This design comes from an exercise in tuning for a short achievable clock period and few clock cycles on the open sky130 flow, not from production work.
Function was checked by simulation only, so behaviour that the tests miss may differ from the original.
Power figures rest on the tool's default switching activity, not on a simulated workload.

File: flow/design.v
`timescale 1ns/1ps
`default_nettype none
package mipsPkg;
	typedef enum logic [5:0] {
		OP_SPECIAL = 6'h00,
		OP_REGIMM  = 6'h01,
		OP_J       = 6'h02,
		OP_JAL     = 6'h03,
		OP_BEQ     = 6'h04,
		OP_BNE     = 6'h05,
		OP_BLEZ    = 6'h06,
		OP_BGTZ    = 6'h07,
		OP_ADDI    = 6'h08,
		OP_ADDIU   = 6'h09,
		OP_ANDI    = 6'h0C,
		OP_ORI     = 6'h0D,
		OP_XORI    = 6'h0E,
		OP_LUI     = 6'h0F,
		OP_LW      = 6'h23,
		OP_SW      = 6'h2B
	} opcodeT;
	typedef enum logic [5:0] {
		FN_JR   = 6'h08,
		FN_JALR = 6'h09,
		FN_ADD  = 6'h20,
		FN_ADDU = 6'h21,
		FN_SUB  = 6'h22,
		FN_SUBU = 6'h23,
		FN_AND  = 6'h24,
		FN_OR   = 6'h25,
		FN_XOR  = 6'h26,
		FN_NOR  = 6'h27,
		FN_SLT  = 6'h2A,
		FN_SLTU = 6'h2B
	} functT;
	typedef enum logic [3:0] {
		ALU_PASS, ALU_ADD, ALU_SUB, ALU_AND,
		ALU_OR, ALU_XOR, ALU_NOR, ALU_SLT,
		ALU_SLTU, ALU_LUI, ALU_BEQ, ALU_BNE,
		ALU_BLEZ, ALU_BGTZ, ALU_BLTZ, ALU_BGEZ
	} aluOpT;
endpackage
`default_nettype wire
`timescale 1ns/1ps
`default_nettype none
module decoder (
	input wire logic [31:0] ins,
	output logic wr,           
	output logic [4:0] rd,
	output logic link,         
	output logic lui,
	output logic useImm,       
	output logic zx,           
	output logic ld,
	output logic st,
	output logic opAdd,
	output logic opSub,
	output logic opAnd,
	output logic opOr,
	output logic opXor,
	output logic opNor,
	output logic opSlt,
	output logic opSltu,
	output logic [31:0] imm,
	output logic usesRs,       
	output logic usesRt        
);
	logic [5:0] op;
	logic [5:0] fn;
	assign op = ins[31:26];
	assign fn = ins[5:0];
	always_comb begin
		wr = 1'b0; rd = ins[20:16]; link = 1'b0; lui = 1'b0; useImm = 1'b0; zx = 1'b0;
		ld = 1'b0; st = 1'b0;
		opAdd = 1'b0; opSub = 1'b0; opAnd = 1'b0; opOr = 1'b0; opXor = 1'b0; opNor = 1'b0;
		opSlt = 1'b0; opSltu = 1'b0;
		case (op)
			6'h00: begin
				rd = ins[15:11];
				case (fn)
					6'h20, 6'h21: begin wr = 1'b1; opAdd = 1'b1; end
					6'h22, 6'h23: begin wr = 1'b1; opSub = 1'b1; end
					6'h24: begin wr = 1'b1; opAnd = 1'b1; end
					6'h25: begin wr = 1'b1; opOr = 1'b1; end
					6'h26: begin wr = 1'b1; opXor = 1'b1; end
					6'h27: begin wr = 1'b1; opNor = 1'b1; end
					6'h2A: begin wr = 1'b1; opSlt = 1'b1; end
					6'h2B: begin wr = 1'b1; opSltu = 1'b1; end
					6'h09: begin wr = 1'b1; link = 1'b1; opOr = 1'b1; end
					default: ;
				endcase
			end
			6'h03: begin wr = 1'b1; rd = 5'd31; link = 1'b1; opOr = 1'b1; end
			6'h08, 6'h09: begin wr = 1'b1; useImm = 1'b1; opAdd = 1'b1; end
			6'h0C: begin wr = 1'b1; useImm = 1'b1; zx = 1'b1; opAnd = 1'b1; end
			6'h0D: begin wr = 1'b1; useImm = 1'b1; zx = 1'b1; opOr = 1'b1; end
			6'h0E: begin wr = 1'b1; useImm = 1'b1; zx = 1'b1; opXor = 1'b1; end
			6'h0F: begin wr = 1'b1; useImm = 1'b1; lui = 1'b1; opOr = 1'b1; end
			6'h23: begin wr = 1'b1; useImm = 1'b1; opAdd = 1'b1; ld = 1'b1; end
			6'h2B: begin useImm = 1'b1; opAdd = 1'b1; st = 1'b1; end
			default: ;
		endcase
		if (rd == 5'd0)
			wr = 1'b0;
	end
	assign usesRs = (op == 6'h00) || (op == 6'h01) || (op[5:3] == 3'b000 && op[2:1] != 2'b01)
		|| (op == 6'h08) || (op == 6'h09) || (op == 6'h0C) || (op == 6'h0D) || (op == 6'h0E)
		|| (op == 6'h23) || (op == 6'h2B);
	assign usesRt = (op == 6'h00) || (op == 6'h04) || (op == 6'h05) || (op == 6'h2B);
	assign imm = lui ? {ins[15:0], 16'd0}
		: zx ? {16'd0, ins[15:0]} : {{16{ins[15]}}, ins[15:0]};
endmodule
`default_nettype wire
`timescale 1ns/1ps
`default_nettype none
module wordExpand (
	input wire logic [40:0] w,
	output logic [31:0] rsOH,
	output logic [31:0] rtOH,
	output logic [63:0] tgtOH
);
	assign rsOH = 32'd1 << w[25:21];
	assign rtOH = 32'd1 << w[20:16];
	assign tgtOH = 64'd1 << w[37:32];
endmodule
`default_nettype wire
`timescale 1ns/1ps
`default_nettype none
module alu (
	input wire logic [31:0] a,
	input wire logic [31:0] b,
	input wire logic opAdd,
	input wire logic opSub,
	input wire logic opAnd,
	input wire logic opOr,
	input wire logic opXor,
	input wire logic opNor,
	input wire logic opSlt,
	input wire logic opSltu,
	output logic [31:0] sum,
	output logic [31:0] result
);
	logic [31:0] diff;
	logic slt, sltu;
	assign sum = a + b;
	assign diff = a - b;
	assign slt = $signed(a) < $signed(b);
	assign sltu = a < b;
	assign result = ({32{opAdd}} & sum)
		| ({32{opSub}} & diff)
		| ({32{opAnd}} & (a & b))
		| ({32{opOr}} & (a | b))
		| ({32{opXor}} & (a ^ b))
		| ({32{opNor}} & ~(a | b))
		| {31'd0, (opSlt & slt) | (opSltu & sltu)};
endmodule
`default_nettype wire
`timescale 1ns/1ps
`default_nettype none
module mipsLite (
	input wire logic clock,
	input wire logic reset,
	input wire logic progWrite,
	input wire logic [5:0] progAddress,
	input wire logic [32-1:0] progData,
	output logic [32-1:0] serialData,
	output logic serialWrite
);
	logic pwValid;
	logic [5:0] pwAddr;
	logic [31:0] pwData;
	always_ff @(posedge clock) begin
		pwValid <= progWrite;
		pwAddr <= progAddress;
		pwData <= progData;
	end
	localparam int IW = 41;
	logic [IW-1:0] imem [64];
	logic pdJ, pdB, pdJR;
	logic [5:0] pdTgt;
	logic [5:0] pwOp;
	assign pwOp = pwData[31:26];
	always_comb begin
		pdJ = (pwOp == 6'h02) || (pwOp == 6'h03);
		pdB = (pwOp == 6'h01) || (pwOp == 6'h04) || (pwOp == 6'h05) || (pwOp == 6'h06)
			|| (pwOp == 6'h07);
		pdJR = (pwOp == 6'h00) && (pwData[5:1] == 5'b00100);
		pdTgt = pdJ ? pwData[5:0] : (pwAddr + 6'd1 + pwData[5:0]);
	end
	always_ff @(posedge clock) begin
		if (pwValid)
			imem[pwAddr] <= {pdJ, pdB, pdJR, pdTgt, pwData};
	end
	function automatic logic [63:0] rotl(input logic [63:0] x, input int n);
		rotl = (x << n) | (x >> (64 - n));
	endfunction
	logic vD;
	logic [5:0] pcD;           
	logic [5:0] pcF;           
	logic [63:0] pcFOH;
	logic [IW-1:0] w0, w1;
	logic [31:0] rs0OH, rt0OH, rs1OH, rt1OH;
	logic [63:0] tgt0OH, tgt1OH;
	logic [5:0] linkPred, jalrPred;
	logic [63:0] linkPredOH, jalrPredOH;
	logic cJ0, cB0, cJR0, ctl0, isJalr0;
	logic cJ1, cB1, cJR1, ctl1, isJalr1;
	logic [5:0] tgt0, tgt1;
	logic [31:0] ins0, ins1;
	logic [4:0] rs0, rt0, rs1, rt1;
	assign cJ0 = w0[40];
	assign cB0 = w0[39];
	assign cJR0 = w0[38];
	assign tgt0 = w0[37:32];
	assign ins0 = w0[31:0];
	assign rs0 = ins0[25:21];
	assign rt0 = ins0[20:16];
	assign ctl0 = cJ0 || cB0 || cJR0;
	assign isJalr0 = cJR0 && ins0[0];
	assign cJ1 = w1[40];
	assign cB1 = w1[39];
	assign cJR1 = w1[38];
	assign tgt1 = w1[37:32];
	assign ins1 = w1[31:0];
	assign rs1 = ins1[25:21];
	assign rt1 = ins1[20:16];
	assign ctl1 = cJ1 || cB1 || cJR1;
	assign isJalr1 = cJR1 && ins1[0];
	logic cJc, cJRc, isJalrc;
	logic [5:0] tgtc;
	logic [63:0] tgtcOH;
	assign cJc = ctl0 ? cJ0 : cJ1;
	assign cJRc = ctl0 ? cJR0 : cJR1;
	assign isJalrc = ctl0 ? isJalr0 : isJalr1;
	assign tgtc = ctl0 ? tgt0 : tgt1;
	assign tgtcOH = ctl0 ? tgt0OH : tgt1OH;
	logic [5:0] altAddr;
	logic [63:0] altOH;
	assign altAddr = cJRc ? (isJalrc ? jalrPred : linkPred) : tgtc;
	assign altOH = cJRc ? (isJalrc ? jalrPredOH : linkPredOH) : tgtcOH;
	logic [63:0] otherOH;  
	logic [31:0] selAE, selAO, selBE, selBO;
	always_comb begin
		for (int j = 0; j < 32; j++) begin
			selAE[j] = pcFOH[2 * j] | pcFOH[(2 * j + 63) % 64];
			selAO[j] = pcFOH[2 * j] | pcFOH[2 * j + 1];
			selBE[j] = altOH[2 * j] | altOH[(2 * j + 63) % 64];
			selBO[j] = altOH[2 * j] | altOH[2 * j + 1];
		end
	end
	logic [IW-1:0] fAE, fAO, fBE, fBO;
	always_comb begin
		fAE = '0; fAO = '0; fBE = '0; fBO = '0;
		for (int j = 0; j < 32; j++) begin
			fAE = fAE | ({IW{selAE[j]}} & imem[2 * j]);
			fAO = fAO | ({IW{selAO[j]}} & imem[2 * j + 1]);
			fBE = fBE | ({IW{selBE[j]}} & imem[2 * j]);
			fBO = fBO | ({IW{selBO[j]}} & imem[2 * j + 1]);
		end
	end
	logic [31:0] xrsAE, xrtAE, xrsAO, xrtAO, xrsBE, xrtBE, xrsBO, xrtBO;
	logic [63:0] xtgAE, xtgAO, xtgBE, xtgBO;
	wordExpand eAE (.w(fAE), .rsOH(xrsAE), .rtOH(xrtAE), .tgtOH(xtgAE));
	wordExpand eAO (.w(fAO), .rsOH(xrsAO), .rtOH(xrtAO), .tgtOH(xtgAO));
	wordExpand eBE (.w(fBE), .rsOH(xrsBE), .rtOH(xrtBE), .tgtOH(xtgBE));
	wordExpand eBO (.w(fBO), .rsOH(xrsBO), .rtOH(xrtBO), .tgtOH(xtgBO));
	logic [IW-1:0] fA0, fA1, fB0, fB1;
	logic [31:0] xrsA0, xrtA0, xrsA1, xrtA1, xrsB0, xrtB0, xrsB1, xrtB1;
	logic [31:0] xrsR0, xrtR0, xrsR1, xrtR1;
	logic [63:0] xtgA0, xtgA1, xtgB0, xtgB1, xtgR0, xtgR1;
	assign {fA0, xrsA0, xrtA0, xtgA0} = pcF[0] ? {fAO, xrsAO, xrtAO, xtgAO}
		: {fAE, xrsAE, xrtAE, xtgAE};
	assign {fA1, xrsA1, xrtA1, xtgA1} = pcF[0] ? {fAE, xrsAE, xrtAE, xtgAE}
		: {fAO, xrsAO, xrtAO, xtgAO};
	assign {fB0, xrsB0, xrtB0, xtgB0} = altAddr[0] ? {fBO, xrsBO, xrtBO, xtgBO}
		: {fBE, xrsBE, xrtBE, xtgBE};
	assign {fB1, xrsB1, xrtB1, xtgB1} = altAddr[0] ? {fBE, xrsBE, xrtBE, xtgBE}
		: {fBO, xrsBO, xrtBO, xtgBO};
	logic [IW-1:0] m0, m1, m2;
	assign m0 = imem[0];
	assign m1 = imem[1];
	assign m2 = imem[2];
	logic ctlW0;
	assign ctlW0 = m0[40] || m0[39] || m0[38];
	logic [IW-1:0] fR0, fR1;
	assign fR0 = ctlW0 ? m0 : m1;
	assign fR1 = ctlW0 ? m1 : m2;
	wordExpand eR0 (.w(fR0), .rsOH(xrsR0), .rtOH(xrtR0), .tgtOH(xtgR0));
	wordExpand eR1 (.w(fR1), .rsOH(xrsR1), .rtOH(xrtR1), .tgtOH(xtgR1));
	logic [31:0] regs [32];
	logic [31:0] regValid;
	logic [31:0] regZero, regNeg;
	logic [31:0] rsV0, rtV0, rsV1, rtV1;
	always_comb begin
		rsV0 = 32'd0; rtV0 = 32'd0; rsV1 = 32'd0; rtV1 = 32'd0;
		for (int i = 1; i < 32; i++) begin
			rsV0 = rsV0 | ({32{rs0OH[i] & regValid[i]}} & regs[i]);
			rtV0 = rtV0 | ({32{rt0OH[i] & regValid[i]}} & regs[i]);
			rsV1 = rsV1 | ({32{rs1OH[i] & regValid[i]}} & regs[i]);
			rtV1 = rtV1 | ({32{rt1OH[i] & regValid[i]}} & regs[i]);
		end
	end
	logic vE0, vE1;
	logic wrE0, wrE1;
	logic [4:0] rdE0, rdE1;
	logic [31:0] aE0, bE0, aE1, bE1;
	logic e0Add, e0Sub, e0And, e0Or, e0Xor, e0Nor, e0Slt, e0Sltu;
	logic e1Add, e1Sub, e1And, e1Or, e1Xor, e1Nor, e1Slt, e1Sltu;
	logic ld0E, st0E, ld1E, st1E;
	logic [31:0] sd0E, sd1E;
	logic [63:0] dm0OH, dm1OH;
	logic fwdE;  
	logic brE;
	logic predTE;
	logic [2:0] brOpE;
	logic brRtE;
	logic [5:0] otherPcE;
	logic condE;
	logic mispE;
	logic jrChkE, jrIsJalrE;
	logic [5:0] jrValE, jrPredE;
	logic mispJ, misp;
	assign mispJ = jrChkE && (jrValE != jrPredE);
	assign misp = mispE || mispJ;
	logic [31:0] resE0, resE1;
	logic [31:0] aluE0, aluE1;
	logic [31:0] sumE0, sumE1;
	logic [31:0] dmem [64];
	logic d0Wr, d0Link, d0Lui, d0Imm, d0Zx, d0Ld, d0St, d0UsesRs, d0UsesRt;
	logic [4:0] d0Rd;
	logic d0Add, d0Sub, d0And, d0Or, d0Xor, d0Nor, d0Slt, d0Sltu;
	logic [31:0] imm0;
	decoder decodeS0 (
		.ins(ins0), .wr(d0Wr), .rd(d0Rd), .link(d0Link), .lui(d0Lui), .useImm(d0Imm),
		.zx(d0Zx), .ld(d0Ld), .st(d0St), .opAdd(d0Add), .opSub(d0Sub), .opAnd(d0And),
		.opOr(d0Or), .opXor(d0Xor), .opNor(d0Nor), .opSlt(d0Slt), .opSltu(d0Sltu),
		.imm(imm0), .usesRs(d0UsesRs), .usesRt(d0UsesRt)
	);
	logic d1Wr, d1Link, d1Lui, d1Imm, d1Zx, d1Ld, d1St, d1UsesRs, d1UsesRt;
	logic [4:0] d1Rd;
	logic d1Add, d1Sub, d1And, d1Or, d1Xor, d1Nor, d1Slt, d1Sltu;
	logic [31:0] imm1;
	decoder decodeS1 (
		.ins(ins1), .wr(d1Wr), .rd(d1Rd), .link(d1Link), .lui(d1Lui), .useImm(d1Imm),
		.zx(d1Zx), .ld(d1Ld), .st(d1St), .opAdd(d1Add), .opSub(d1Sub), .opAnd(d1And),
		.opOr(d1Or), .opXor(d1Xor), .opNor(d1Nor), .opSlt(d1Slt), .opSltu(d1Sltu),
		.imm(imm1), .usesRs(d1UsesRs), .usesRt(d1UsesRt)
	);
	logic zWr, zLink, zLui, zImm, zZx, zLd, zSt, zUsesRs, zUsesRt;
	logic [4:0] zRd;
	logic zAdd, zSub, zAnd, zOr, zXor, zNor, zSlt, zSltu;
	logic [31:0] immZ;
	decoder decodeW0 (
		.ins(m0[31:0]), .wr(zWr), .rd(zRd), .link(zLink), .lui(zLui), .useImm(zImm),
		.zx(zZx), .ld(zLd), .st(zSt), .opAdd(zAdd), .opSub(zSub), .opAnd(zAnd),
		.opOr(zOr), .opXor(zXor), .opNor(zNor), .opSlt(zSlt), .opSltu(zSltu),
		.imm(immZ), .usesRs(zUsesRs), .usesRt(zUsesRt)
	);
	logic e0rs0, e1rs0, e0rt0, e1rt0, e0rs1, e1rs1, e0rt1, e1rt1;
	assign e0rs0 = vE0 && wrE0 && (rdE0 == rs0);
	assign e1rs0 = vE1 && wrE1 && (rdE1 == rs0);
	assign e0rt0 = vE0 && wrE0 && (rdE0 == rt0);
	assign e1rt0 = vE1 && wrE1 && (rdE1 == rt0);
	assign e0rs1 = vE0 && wrE0 && (rdE0 == rs1);
	assign e1rs1 = vE1 && wrE1 && (rdE1 == rs1);
	assign e0rt1 = vE0 && wrE0 && (rdE0 == rt1);
	assign e1rt1 = vE1 && wrE1 && (rdE1 == rt1);
	logic [31:0] rsF0, rtF0, rsF1, rtF1;
	assign rsF0 = e1rs0 ? resE1 : e0rs0 ? resE0 : rsV0;
	assign rtF0 = e1rt0 ? resE1 : e0rt0 ? resE0 : rtV0;
	assign rsF1 = e1rs1 ? resE1 : e0rs1 ? resE0 : rsV1;
	assign rtF1 = e1rt1 ? resE1 : e0rt1 ? resE0 : rtV1;
	logic eq0, eq1;
	assign eq0 = (ins0[31:26] == 6'h04) || (ins0[31:26] == 6'h05);
	assign eq1 = (ins1[31:26] == 6'h04) || (ins1[31:26] == 6'h05);
	logic bypRs0, bypRs1, depE0, depE1;
	assign bypRs0 = e0rs0 || e1rs0;
	assign bypRs1 = e0rs1 || e1rs1;
	assign depE0 = bypRs0 || (eq0 && (e0rt0 || e1rt0));
	assign depE1 = bypRs1 || (eq1 && (e0rt1 || e1rt1));
	logic mem0, mem1;
	assign mem0 = d0Ld || d0St;
	assign mem1 = d1Ld || d1St;
	logic hazard;  
	logic pendV;
	logic [31:0] pendData;
	assign hazard = vD && ((mem0 && bypRs0) || (pendV && d0St));
	logic raw;
	assign raw = d0Wr && ((d1UsesRs && rs1 == d0Rd) || (d1UsesRt && rt1 == d0Rd));
	logic serS0, serS1;
	logic pair;
	assign pair = !raw && !(cB1 && (depE1 || eq1)) && !(mem1 && bypRs1)
		&& !(pendV && d1St)
		&& (!ctl0 || (cB0 && !brLate && !cond0 && !ctl1));
	logic issue0, issue1;
	assign issue0 = vD && !hazard && !misp;
	assign issue1 = issue0 && pair;
	logic brLate, predT;
	assign brLate = cB0 && (depE0 || eq0);  
	assign predT = ins0[15];
	function automatic logic brCond(input logic [2:0] op, input logic rt0bit,
		input logic [31:0] a, input logic [31:0] b);
		case (op)
			3'd4: brCond = (a == b);
			3'd5: brCond = (a != b);
			3'd6: brCond = a[31] || (a == 32'd0);
			3'd7: brCond = !a[31] && (a != 32'd0);
			default: brCond = rt0bit ? !a[31] : a[31];  
		endcase
	endfunction
	logic cond0, cond1;
	logic z0, n0, z1, n1;
	always_comb begin
		z0 = rs0OH[0]; n0 = 1'b0; z1 = rs1OH[0]; n1 = 1'b0;
		for (int i = 1; i < 32; i++) begin
			z0 = z0 | (rs0OH[i] & (!regValid[i] | regZero[i]));
			n0 = n0 | (rs0OH[i] & regValid[i] & regNeg[i]);
			z1 = z1 | (rs1OH[i] & (!regValid[i] | regZero[i]));
			n1 = n1 | (rs1OH[i] & regValid[i] & regNeg[i]);
		end
	end
	function automatic logic flagCond(input logic [2:0] op, input logic rt0bit,
		input logic z, input logic n);
		case (op)
			3'd6: flagCond = n || z;
			3'd7: flagCond = !n && !z;
			default: flagCond = rt0bit ? !n : n;  
		endcase
	endfunction
	assign cond0 = flagCond(ins0[28:26], rt0[0], z0, n0);
	assign cond1 = flagCond(ins1[28:26], rt1[0], z1, n1);
	logic [31:0] rsVc;
	assign rsVc = ctl0 ? rsV0 : rsV1;
	logic jrHit;
	assign jrHit = 1'b1;
	logic redirect, jrMiss;
	assign redirect = ctl0 ? (cJ0 || (cB0 && (brLate ? predT : cond0)) || (cJR0 && jrHit))
		: (pair && (cJ1 || (cB1 && cond1) || (cJR1 && jrHit)));
	assign jrMiss = ctl0 ? cJR0 && !jrHit : pair && cJR1 && !jrHit;
	logic [6:0] pcD1, pcD2;
	assign pcD1 = {1'b0, pcD} + 7'd1;
	assign pcD2 = {1'b0, pcD} + 7'd2;
	logic [31:0] link0, link1;
	assign link0 = 32'h0040_0000 | {23'd0, pcD1, 2'b00};
	assign link1 = 32'h0040_0000 | {23'd0, pcD2, 2'b00};
	logic [31:0] nextA0, nextB0, nextA1, nextB1;
	assign nextA0 = d0Link ? link0 : d0Lui ? 32'd0 : rsF0;
	assign nextB0 = d0Link ? 32'd0 : d0Imm ? imm0 : rtF0;
	assign nextA1 = d1Link ? link1 : d1Lui ? 32'd0 : rsF1;
	assign nextB1 = d1Link ? 32'd0 : d1Imm ? imm1 : rtF1;
	function automatic logic isSerial(input logic [31:0] base, input logic [31:0] off);
		logic [31:0] k;
		logic [31:0] t;
		k = 32'hFFFF_0000;
		t = (base & off) | ((base | off) & ~k);  
		isSerial = ((base ^ off ^ k) == {t[30:0], 1'b0});
	endfunction
	assign serS0 = d0St && isSerial(rsV0, imm0);
	assign serS1 = d1St && isSerial(rsV1, imm1);
	logic dmSt0, dmSt1;
	assign dmSt0 = d0St && !serS0;
	assign dmSt1 = d1St && !serS1;
	logic [7:0] dAddrLo0, dAddrLo1;
	assign dAddrLo0 = rsV0[7:0] + imm0[7:0];
	assign dAddrLo1 = rsV1[7:0] + imm1[7:0];
	logic [63:0] idxZOH;
	assign idxZOH = 64'd1 << immZ[7:2];
	assign condE = brCond(brOpE, brRtE, aE0, bE0);
	assign mispE = vE0 && brE && (condE != predTE);
	logic [5:0] jrTgt;
	assign jrTgt = jrValE;
	localparam int SW = IW + 32 + 32 + 64;
	logic [SW-1:0] cur0, cur1, sA0, sA1, sB0, sB1, sR0, sR1;
	assign cur0 = {w0, rs0OH, rt0OH, tgt0OH};
	assign cur1 = {w1, rs1OH, rt1OH, tgt1OH};
	assign sA0 = {fA0, xrsA0, xrtA0, xtgA0};
	assign sA1 = {fA1, xrsA1, xrtA1, xtgA1};
	assign sB0 = {fB0, xrsB0, xrtB0, xtgB0};
	assign sB1 = {fB1, xrsB1, xrtB1, xtgB1};
	assign sR0 = {fR0, xrsR0, xrtR0, xtgR0};
	assign sR1 = {fR1, xrsR1, xrtR1, xtgR1};
	logic holdD;
	assign holdD = !reset && !misp && hazard;
	logic jm;      
	logic seqTwo;  
	logic takeB;   
	assign jm = vD && jrMiss;
	assign seqTwo = !vD || issue1 || jrMiss;
	assign takeB = vD && redirect;
	logic [SW-1:0] nr0, nr1, nm0, nm1, nx0, nx1;
	assign nr0 = seqTwo ? sA0 : cur1;
	assign nr1 = seqTwo ? sA1 : sA0;
	assign nm0 = takeB ? sB0 : nr0;
	assign nm1 = takeB ? sB1 : nr1;
	assign nx0 = reset ? sR0 : nm0;
	assign nx1 = reset ? sR1 : nm1;
	logic [5:0] nrPcD, nmPcD, nxPcD, nrPcF, nmPcF, nxPcF;
	logic [63:0] nrPcFOH, nmPcFOH, nxPcFOH;
	assign nrPcD = seqTwo ? pcF : pcD + 6'd1;
	assign nrPcF = jm ? jrTgt : seqTwo ? pcF + 6'd2 : pcF + 6'd1;
	assign nrPcFOH = jm ? (64'd1 << jrTgt) : seqTwo ? rotl(pcFOH, 2) : rotl(pcFOH, 1);
	assign nmPcD = takeB ? altAddr : nrPcD;
	assign nmPcF = takeB ? altAddr + 6'd2 : nrPcF;
	assign nmPcFOH = takeB ? rotl(altOH, 2) : nrPcFOH;
	assign nxPcD = reset ? (ctlW0 ? 6'd0 : 6'd1) : nmPcD;
	assign nxPcF = reset ? (ctlW0 ? 6'd2 : 6'd3) : mispE ? otherPcE : mispJ ? jrValE : nmPcF;
	assign nxPcFOH = reset ? (ctlW0 ? 64'd4 : 64'd8) : mispE ? otherOH
		: mispJ ? (64'd1 << jrValE) : nmPcFOH;
	always_ff @(posedge clock) begin
		if (!holdD) begin
			vD <= reset || !misp;
			{w0, rs0OH, rt0OH, tgt0OH} <= nx0;
			{w1, rs1OH, rt1OH, tgt1OH} <= nx1;
			pcD <= nxPcD;
			pcF <= nxPcF;
			pcFOH <= nxPcFOH;
		end
	end
	logic ctlIssue;
	assign ctlIssue = vD && !hazard && !misp;
	logic [5:0] linkNext;
	assign linkNext = ctl0 ? pcD1[5:0] : pcD2[5:0];
	always_ff @(posedge clock) begin
		if (reset) begin
			linkPred <= 6'd0;
			linkPredOH <= 64'd1;
			jalrPred <= 6'd0;
			jalrPredOH <= 64'd1;
		end else begin
			if (ctlIssue && ((cJc && (ctl0 ? ins0[26] : ins1[26])) || isJalrc)) begin
				linkPred <= linkNext;
				linkPredOH <= 64'd1 << linkNext;
			end
			if (ctlIssue && cJc && (ctl0 ? ins0[26] : ins1[26])) begin
				jalrPred <= tgtc;
				jalrPredOH <= tgtcOH;
			end else if (jrChkE && jrIsJalrE) begin
				jalrPred <= jrTgt;
				jalrPredOH <= 64'd1 << jrTgt;
			end
		end
	end
	always_ff @(posedge clock) begin
		if (reset) begin
			vE0 <= !ctlW0;
			vE1 <= 1'b0;
			brE <= 1'b0;
			jrChkE <= 1'b0;
			wrE0 <= zWr;
			rdE0 <= zRd;
			aE0 <= 32'd0;
			bE0 <= zImm ? immZ : 32'd0;
			{e0Add, e0Sub, e0And, e0Or, e0Xor, e0Nor, e0Slt, e0Sltu}
				<= {zAdd, zSub, zAnd, zOr, zXor, zNor, zSlt, zSltu};
			ld0E <= zLd && !ctlW0;
			st0E <= zSt && !ctlW0;
			ld1E <= 1'b0;
			st1E <= 1'b0;
			sd0E <= 32'd0;
			dm0OH <= idxZOH;
		end else begin
			vE0 <= issue0;
			vE1 <= issue1;
			brE <= brLate;
			jrChkE <= (issue0 && cJR0) || (issue1 && cJR1);
			wrE0 <= d0Wr;
			rdE0 <= d0Rd;
			aE0 <= nextA0;
			bE0 <= nextB0;
			{e0Add, e0Sub, e0And, e0Or, e0Xor, e0Nor, e0Slt, e0Sltu}
				<= {d0Add, d0Sub, d0And, d0Or, d0Xor, d0Nor, d0Slt, d0Sltu};
			ld0E <= issue0 && d0Ld;
			st0E <= issue0 && dmSt0;
			ld1E <= issue1 && d1Ld;
			st1E <= issue1 && dmSt1;
			sd0E <= rtF0;
			dm0OH <= 64'd1 << dAddrLo0[7:2];
		end
		sd1E <= rtF1;
		dm1OH <= 64'd1 << dAddrLo1[7:2];
		fwdE <= (dAddrLo0[7:2] == dAddrLo1[7:2]);
		wrE1 <= d1Wr;
		rdE1 <= d1Rd;
		aE1 <= nextA1;
		bE1 <= nextB1;
		{e1Add, e1Sub, e1And, e1Or, e1Xor, e1Nor, e1Slt, e1Sltu}
			<= {d1Add, d1Sub, d1And, d1Or, d1Xor, d1Nor, d1Slt, d1Sltu};
		predTE <= predT;
		jrIsJalrE <= isJalrc;
		jrValE <= ctl0 ? rsF0[7:2] : rsF1[7:2];
		jrPredE <= altAddr;
		brOpE <= ins0[28:26];
		brRtE <= rt0[0];
		otherPcE <= predT ? pcD1[5:0] : tgt0;
		otherOH <= predT ? (64'd1 << pcD1[5:0]) : tgt0OH;
	end
	logic ser0, ser1;
	assign ser0 = issue0 && serS0;
	assign ser1 = issue1 && serS1;
	always_ff @(posedge clock) begin
		if (reset) begin
			serialWrite <= 1'b0;
			pendV <= 1'b0;
		end else begin
			serialWrite <= pendV || ser0 || ser1;
			pendV <= ser0 && ser1;
		end
		serialData <= pendV ? pendData : ser0 ? rtF0 : rtF1;
		pendData <= rtF1;
	end
	alu alu0 (
		.a(aE0), .b(bE0), .opAdd(e0Add), .opSub(e0Sub), .opAnd(e0And), .opOr(e0Or),
		.opXor(e0Xor), .opNor(e0Nor), .opSlt(e0Slt), .opSltu(e0Sltu),
		.sum(sumE0), .result(aluE0)
	);
	alu alu1 (
		.a(aE1), .b(bE1), .opAdd(e1Add), .opSub(e1Sub), .opAnd(e1And), .opOr(e1Or),
		.opXor(e1Xor), .opNor(e1Nor), .opSlt(e1Slt), .opSltu(e1Sltu),
		.sum(sumE1), .result(aluE1)
	);
	logic [31:0] ldData0, ldData1;
	always_comb begin
		ldData0 = 32'd0;
		ldData1 = 32'd0;
		for (int i = 0; i < 64; i++) begin
			ldData0 = ldData0 | ({32{dm0OH[i]}} & dmem[i]);
			ldData1 = ldData1 | ({32{dm1OH[i]}} & dmem[i]);
		end
	end
	assign resE0 = ld0E ? ldData0 : aluE0;
	assign resE1 = ld1E ? ((st0E && fwdE) ? sd0E : ldData1) : aluE1;
	always_ff @(posedge clock) begin
		for (int i = 0; i < 64; i++) begin
			if (st1E && dm1OH[i])
				dmem[i] <= sd1E;
			else if (st0E && dm0OH[i])
				dmem[i] <= sd0E;
		end
	end
	logic we0, we1;
	assign we0 = vE0 && wrE0;
	assign we1 = vE1 && wrE1;
	always_ff @(posedge clock) begin
		for (int i = 1; i < 32; i++) begin
			if (we1 && rdE1 == 5'(i))
				regs[i] <= resE1;
			else if (we0 && rdE0 == 5'(i))
				regs[i] <= resE0;
		end
	end
	always_ff @(posedge clock) begin
		if (reset)
			regValid <= 32'd0;
		else
			for (int i = 1; i < 32; i++)
				if ((we1 && rdE1 == 5'(i)) || (we0 && rdE0 == 5'(i)))
					regValid[i] <= 1'b1;
	end
	logic resZ0, resZ1;
	assign resZ0 = (resE0 == 32'd0);
	assign resZ1 = (resE1 == 32'd0);
	always_ff @(posedge clock) begin
		for (int i = 1; i < 32; i++) begin
			if (we1 && rdE1 == 5'(i)) begin
				regZero[i] <= resZ1;
				regNeg[i] <= resE1[31];
			end else if (we0 && rdE0 == 5'(i)) begin
				regZero[i] <= resZ0;
				regNeg[i] <= resE0[31];
			end
		end
	end
endmodule
`default_nettype wire
File: flow/flow/run.sh
#!/bin/bash
# The standard ORFS layout (the standard.sh, unchanged synthesis), with its timing
# repair aimed below the clock period: repair_timing works until the setup slack is at
# least SETUP_SLACK_MARGIN, so the layout is optimised for a shorter achieved period.
# Each ORFS step writes its full log under orfs/logs/; make's own output goes to
# standard_flow.log.
set -euo pipefail
bash standard.sh SETUP_SLACK_MARGIN=9.4 finish > standard_flow.log 2>&1
File: flow/standard.sh
#!/bin/bash
# synth_recipe.tcl (not shown) runs the flow's synth.tcl, then flattens the netlist and writes it again
# the make line also repeats each setting of config.mk as NAME=value (left out here)
make -C /OpenROAD-flow-scripts/flow DESIGN_CONFIG=/design/flow/config.mk WORK_HOME=/design/flow/orfs CLKGATE_MAP_FILE= SYNTH_SCRIPT=/design/flow/synth_recipe.tcl "${@:-finish}"
File: flow/config.mk
export PLATFORM = sky130hd
export DESIGN_NAME = mipsLite
export DESIGN_NICKNAME = mipsLite
export VERILOG_FILES = /design/flow/design.v
export SDC_FILE = /design/flow/constraint.sdc
export NUM_CORES = 4
export LEC_CHECK = 0
export CAP_MARGIN = 20
export CORE_MARGIN = 2
export CORE_UTILIZATION = 48
export SLEW_MARGIN = 20
File: flow/constraint.sdc
create_clock -name core_clock -period 14.0 [get_ports {clock}]
set_input_delay 2.8000 -clock core_clock [delete_from_list [all_inputs] [get_ports {clock}]]
set_output_delay 2.8000 -clock core_clock [all_outputs]
set_load 0.01 [all_outputs]
==> flow_summary.json <==
{
  "ys_async_sr_fraction_pct": 0,
  "ctsHoldBuffers": 0,
  "synth_edf_count": 6108,
  "fp-row-count": 319,
  "initial_core_util_pct": 48.1,
  "gp_routability_congestion": 1.13,
  "error": "[ERROR GRT-0232] Routing congestion too high. Check the congestion heatmap in the GUI.",
  "cts_max_level": 6,
  "grt_max_degree": 129,
  "syn_nets": 31900,
  "grt_overflow": 2,
  "seq_area_frac_synth_pct": 54.4,
  "dp.cells": 39700,
  "yosys_warnings": 4,
  "ys_ff_latch": 6797,
  "io_buffers": 73,
  "syn_avg_cell_area_um2": 11.5,
  "cts_buffer_depth": 4,
  "syn_area_um2": 363000,
  "ys_types": 103,
  "haltStage": "global routing",
  "clkSinkCount": 6797,
  "io_pins": 74,
  "track_usage_pct": 74.8,
  "synthCells": 31600,
  "synth_ff_type": "edfxtp_1",
  "clockRootBuffer": "clkbuf_16",
  "dp_hpwl_um": 1650000,
  "die_w_um": 873,
  "die_h_um": 873,
  "status": "did not finish",
  "numCtsBuffers": 748
}
metrics by stage:
| stage | setup WS (ns) | cell area [um^2] |
|---|---|---|
| 3_5_place_dp | 6.53 | 380000 |
| 4_1_cts | 8.72 | 442000 |
| 2_1_floorplan | 7.39 | 363000 |
| 3_3_place_gp | 6.46 | 379000 |
Yosys cell counts (79+ instances only):
cell type / n / area share [%]
nand3_1: 894 / 1.2
nor2_1: 1295 / 1.3
nand4_1: 1050 / 1.8
buf_1: 602 / 0.62
buf_2: 146 / 0.20
xnor2_1: 132 / 0.32
a211oi_1: 141 / 0.29
o21ai_0: 1335 / 1.8
or2_2: 153 / 0.26
o211ai_1: 105 / 0.22
a21oi_1: 693 / 0.96
a31o_2: 79 / 0.19
mux2_2: 2144 / 6.7
clkbuf_1: 2602 / 2.7
a22o_1: 1532 / 3.7
a31oi_1: 154 / 0.27
a221oi_1: 1615 / 3.9
a311oi_1: 132 / 0.32
nor4_1: 139 / 0.24
a21o_1: 92 / 0.19
or3_1: 203 / 0.35
mux2i_1: 768 / 2.1
o22ai_1: 256 / 0.44
a222oi_1: 391 / 1.1
nand2b_1: 140 / 0.24
a22oi_1: 3067 / 6.3
inv_1: 402 / 0.42
dfxtp_1: 689 / 3.8
and2_1: 153 / 0.26
edfxtp_1: 6108 / 51
o221ai_1: 111 / 0.27
nor3_1: 344 / 0.47
or4_1: 166 / 0.34
nand2_1: 2241 / 2.3
ha_1: 282 / 0.97
logic make-up after synthesis:
kind of cell    synth area share, %
xor+xnor                      0.452
mux                            8.78
fa+ha+maj                      1.00
compound gates                 21.7
buf+inv                        4.03
flops                          54.4
simple gates                   9.70
routing by layer:
metal	GRT overflow	track usage (%)
met3	1	64.5
met2	0	85.0
met1	0	77.7
met4	1	70.6
met5	0	38.6
power by group through the flow:
stage               clock [uW]  combinational (uW)  sequential [uW]
detailed placement           0               24200            24100
floorplan                    0               12300            23400
CTS                      20900               31400            23500
global placement             0               24200            24100
how the worst max path moves through the flow:
| stage | slack [ns] | startpoint | cells past startpoint | to |
|---|---|---|---|---|
| after global placement | 6.46 | w0[39] | 17 | tgt0OH[13] |
| after CTS | 8.72 | rs0OH[28] | 16 | serialData[6] |
| after detailed placement | 6.53 | w0[39] | 17 | tgt0OH[45] |
| after floorplan | 7.39 | reset | 4 | pcF[0] |
timing repair:
action                      CTS
pin swaps                   834
gates resized for setup    3675
hold endpoints to repair      0
buffers inserted           1526
setup endpoints to repair  1859
cloned                      240
Testbench counts, summed over its fixed seeds: cycles 14,201.
